This is an optimization exercise on Yosys and OpenROAD, whose aim is small area, not a production implementation.
Function was checked by simulation only, so behaviour that the tests miss may differ from the original.
No driver is modelled on the clock port, so clocking that relies on it looks cheaper here than on a real chip.
Power and IR drop assume default switching activity.

Design spiMemory, start of the top module:
module spiMemory (
    input  logic trigger,
    input  logic reset,
    input  logic sclk,         
    input  logic chipSelect,   
    input  logic mosi,
    output logic miso,
    output logic misoEnable
);
Size in the first run: about 1300 cells after synthesis, roughly 1100 flip-flops, roughly 7 I/O pins, ~0.024 mm^2 of cells after synthesis.
==> flow/config.mk <==
export PLATFORM = sky130hd
export DESIGN_NAME = spiMemory
export DESIGN_NICKNAME = spiMemory
export VERILOG_FILES = /design/flow/design.v
export SDC_FILE = /design/flow/constraint.sdc
export NUM_CORES = 4
export LEC_CHECK = 0
export CAP_MARGIN = 20
export CORE_MARGIN = 2
export CORE_UTILIZATION = 60
export SLEW_MARGIN = 20
==> flow/constraint.sdc <==
create_clock -name core_clock -period 10.0 [get_ports {trigger}]
set_input_delay 2.0000 -clock core_clock [delete_from_list [all_inputs] [get_ports {trigger}]]
set_output_delay 2.0000 -clock core_clock [all_outputs]
set_load 0.01 [all_outputs]
standard.sh (not shown) runs the stock make flow with config.mk's settings and CLKGATE_MAP_FILE= SYNTH_SCRIPT=/design/flow/synth_recipe.tcl, a recipe that flattens the netlist after the stock synthesis.
==> flow/flow/run.sh <==
#!/bin/bash
# Standard layout, with our own clock tree synthesis arguments and
# a plain buffer on each port.
set -euo pipefail
export CTS_ARGS="-sink_clustering_enable -repair_clock_nets -dont_use_dummy_load -sink_clustering_size 11 -sink_clustering_max_diameter 40 -buf_list {sky130_fd_sc_hd__clkbuf_4 sky130_fd_sc_hd__clkbuf_8}"
export BUFFER_PORTS_ARGS="-buffer_cell sky130_fd_sc_hd__buf_1"
bash standard.sh > standard.log 2>&1
The starting point completed with no timing, DRC or antenna violations.
Edit:
==> flow/flow/run.sh (replaced) <==
#!/bin/bash
# Standard layout, with our own clock tree synthesis arguments and
# a plain buffer on each port.
set -euo pipefail
export CTS_ARGS="-sink_clustering_enable -repair_clock_nets -dont_use_dummy_load -sink_clustering_size 20 -sink_clustering_max_diameter 50 -buf_list sky130_fd_sc_hd__clkbuf_8"
export BUFFER_PORTS_ARGS="-buffer_cell sky130_fd_sc_hd__buf_1"
bash standard.sh > standard.log 2>&1
Effect:
- The new run produced a clean layout
- total power fell by 8.1%
- sequential share of layout area rose by 2.3 points
- cell area fell by 2.7%
- synthesized area stays the same
- routed wire length fell by 1.5%
- final cell count fell by 2.6%

========
spiMemory, a different RTL version from the one above (not shown whole).
Size: roughly 1300 cells after synthesis, roughly 1100 flip-flops, roughly 24000 sq um of cells after synthesis.
Settings: LEC_CHECK=0, CAP_MARGIN=20, CORE_MARGIN=2, CORE_UTILIZATION=75, SLEW_MARGIN=20; clock period 10.0 ns.
==> flow/flow/run.sh <==
#!/bin/bash
# Standard layout with our own clock tree: small clock buffers in clusters
# of up to 14 flip-flops, no dummy loads, then any clock buffer whose loads
# would see a slow edge upsized before routing; a plain buffer on each port.
set -euo pipefail
export CTS_ARGS="-sink_clustering_enable -repair_clock_nets -dont_use_dummy_load -sink_clustering_size 14 -sink_clustering_max_diameter 60 -buf_list sky130_fd_sc_hd__clkbuf_4"
export BUFFER_PORTS_ARGS="-buffer_cell sky130_fd_sc_hd__buf_1"
bash standard.sh cts > standard_cts.log 2>&1
RESULTS=$PWD/orfs/results/sky130hd/spiMemory/base CLOCK_SLEW_LIMIT=0.110 \
  openroad -no_init -exit flow/fix_cts.tcl > fix_cts.log 2>&1
bash standard.sh > standard.log 2>&1
==> flow/flow/fix_cts.tcl <==
set results $::env(RESULTS)
set platform $::env(FLOW_HOME)/platforms/sky130hd
read_liberty $platform/lib/sky130_fd_sc_hd__tt_025C_1v80.lib
read_db $results/4_cts.odb
read_sdc $results/4_cts.sdc
source $platform/setRC.tcl

proc clock_buffers {} {
  set bufs {}
  foreach inst [get_cells *] {
    if {[string match "sky130_fd_sc_hd__clkbuf_*" [get_property $inst ref_name]]} {
      lappend bufs $inst
    }
  }
  return $bufs
}

# Worst slew at the input pins a cell's output drives, and whether any of
# them is a flip-flop clock pin
proc load_slew {inst} {
  set out [get_pins -of_objects $inst -filter "direction == output"]
  set net [get_nets -of_objects $out]
  set worst 0
  foreach p [get_pins -of_objects $net -filter "direction == input"] {
    set s [get_property $p slew_max]
    if {$s > $worst} { set worst $s }
  }
  return $worst
}

proc upsize {inst} {
  set ref [get_property $inst ref_name]
  set next [dict get {sky130_fd_sc_hd__clkbuf_1 sky130_fd_sc_hd__clkbuf_2
                      sky130_fd_sc_hd__clkbuf_2 sky130_fd_sc_hd__clkbuf_4
                      sky130_fd_sc_hd__clkbuf_4 sky130_fd_sc_hd__clkbuf_8
                      sky130_fd_sc_hd__clkbuf_8 sky130_fd_sc_hd__clkbuf_16
                      sky130_fd_sc_hd__clkbuf_16 sky130_fd_sc_hd__clkbuf_16} $ref]
  if {$next ne $ref} {
    puts "upsize [get_name $inst] $ref -> $next"
    replace_cell $inst $next
    return 1
  }
  return 0
}

set limit $::env(CLOCK_SLEW_LIMIT)
for {set pass 0} {$pass < 4} {incr pass} {
  estimate_parasitics -placement
  set changed 0
  foreach inst [clock_buffers] {
    if {[load_slew $inst] > $limit} { incr changed [upsize $inst] }
  }
  puts "pass $pass: upsized $changed clock buffers"
  if {$changed == 0} { break }
}

detailed_placement
check_placement -verbose
estimate_parasitics -placement
foreach inst [clock_buffers] {
  set s [load_slew $inst]
  if {$s > $limit} { puts "still slow: [get_name $inst] $s" }
}
write_db $results/4_cts.odb
==> next run, changes <==
--- a/flow/flow/run.sh
+++ b/flow/flow/run.sh
@@ -8,3 +8,3 @@
 bash standard.sh cts > standard_cts.log 2>&1
-RESULTS=$PWD/orfs/results/sky130hd/spiMemory/base CLOCK_SLEW_LIMIT=0.110 \
+RESULTS=$PWD/orfs/results/sky130hd/spiMemory/base TREE_SLEW_LIMIT=0.150 LEAF_SLEW_LIMIT=0.118 \
   openroad -no_init -exit flow/fix_cts.tcl > fix_cts.log 2>&1
--- a/flow/flow/fix_cts.tcl
+++ b/flow/flow/fix_cts.tcl
@@ -45,11 +45,27 @@
 
-set limit $::env(CLOCK_SLEW_LIMIT)
-for {set pass 0} {$pass < 4} {incr pass} {
-  estimate_parasitics -placement
-  set changed 0
-  foreach inst [clock_buffers] {
-    if {[load_slew $inst] > $limit} { incr changed [upsize $inst] }
+# A clock buffer is a leaf when it drives flip-flops, else part of the tree
+proc is_leaf {inst} {
+  set out [get_pins -of_objects $inst -filter "direction == output"]
+  set net [get_nets -of_objects $out]
+  foreach p [get_pins -of_objects $net -filter "direction == input"] {
+    if {[string match "sky130_fd_sc_hd__df*" [get_property [get_cells -of_objects $p] ref_name]]} {
+      return 1
+    }
   }
-  puts "pass $pass: upsized $changed clock buffers"
-  if {$changed == 0} { break }
+  return 0
+}
+
+# First the tree, so the leaves see fast input edges, then the leaves
+foreach {kind limit} [list 0 $::env(TREE_SLEW_LIMIT) 1 $::env(LEAF_SLEW_LIMIT)] {
+  for {set pass 0} {$pass < 4} {incr pass} {
+    estimate_parasitics -placement
+    set changed 0
+    foreach inst [clock_buffers] {
+      if {[is_leaf $inst] == $kind && [load_slew $inst] > $limit} {
+        incr changed [upsize $inst]
+      }
+    }
+    puts "leaf $kind pass $pass: upsized $changed clock buffers"
+    if {$changed == 0} { break }
+  }
 }
@@ -60,4 +76,3 @@
 foreach inst [clock_buffers] {
-  set s [load_slew $inst]
-  if {$s > $limit} { puts "still slow: [get_name $inst] $s" }
+  puts "clock buffer [get_name $inst] [get_property $inst ref_name] leaf [is_leaf $inst] load slew [load_slew $inst]"
 }
=>
- The changed run completed with no timing, DRC or antenna violations
- total power fell by 1.4%
- routed wire length fell by 0.76%
- via count fell by 1.1%
- global-route usage fell by 0.21 points
- hold slack gets worse by 20 ps
- cell area fell by 0.42%

-- port drivers added, routing unchanged --
Ports are ideal in the flow. The routed layouts listed here were re-timed in OpenROAD. Step 1 assumes that a clkbuf_16 drives the clock port and a buf_2 every other input. Step 2 moves the port delays by t, midway between the first and last clock arrival at a register: inputs arrive t later, outputs are due t later. That takes back most of the time a late clock gives input paths. Slacks: ideal ports / drivers / drivers and shift; pairs: ideal ports / drivers.
run	t (ns)	setup slack, ns	hold WS [ns]	worst data-port slew with drivers (ns)
the first run of note 1	0.686	6.856 / 6.806 / 7.078	0.300 / 0.300 / 0.300	0.03
the second run of note 1	0.693	6.832 / 6.781 / 7.096	0.266 / 0.266 / 0.266	0.03
the first run of note 2	0.587	6.922 / 6.872 / 6.835	0.296 / 0.296 / 0.296	0.03
the second run of note 2	0.613	6.909 / 6.859 / 6.813	0.276 / 0.276 / 0.276	0.03
After both steps setup and hold are still met in every run listed. For the second run of note 2, which loses most, drivers alone change the setup slack by -0.050 ns; drivers and shift together by -0.096 ns.
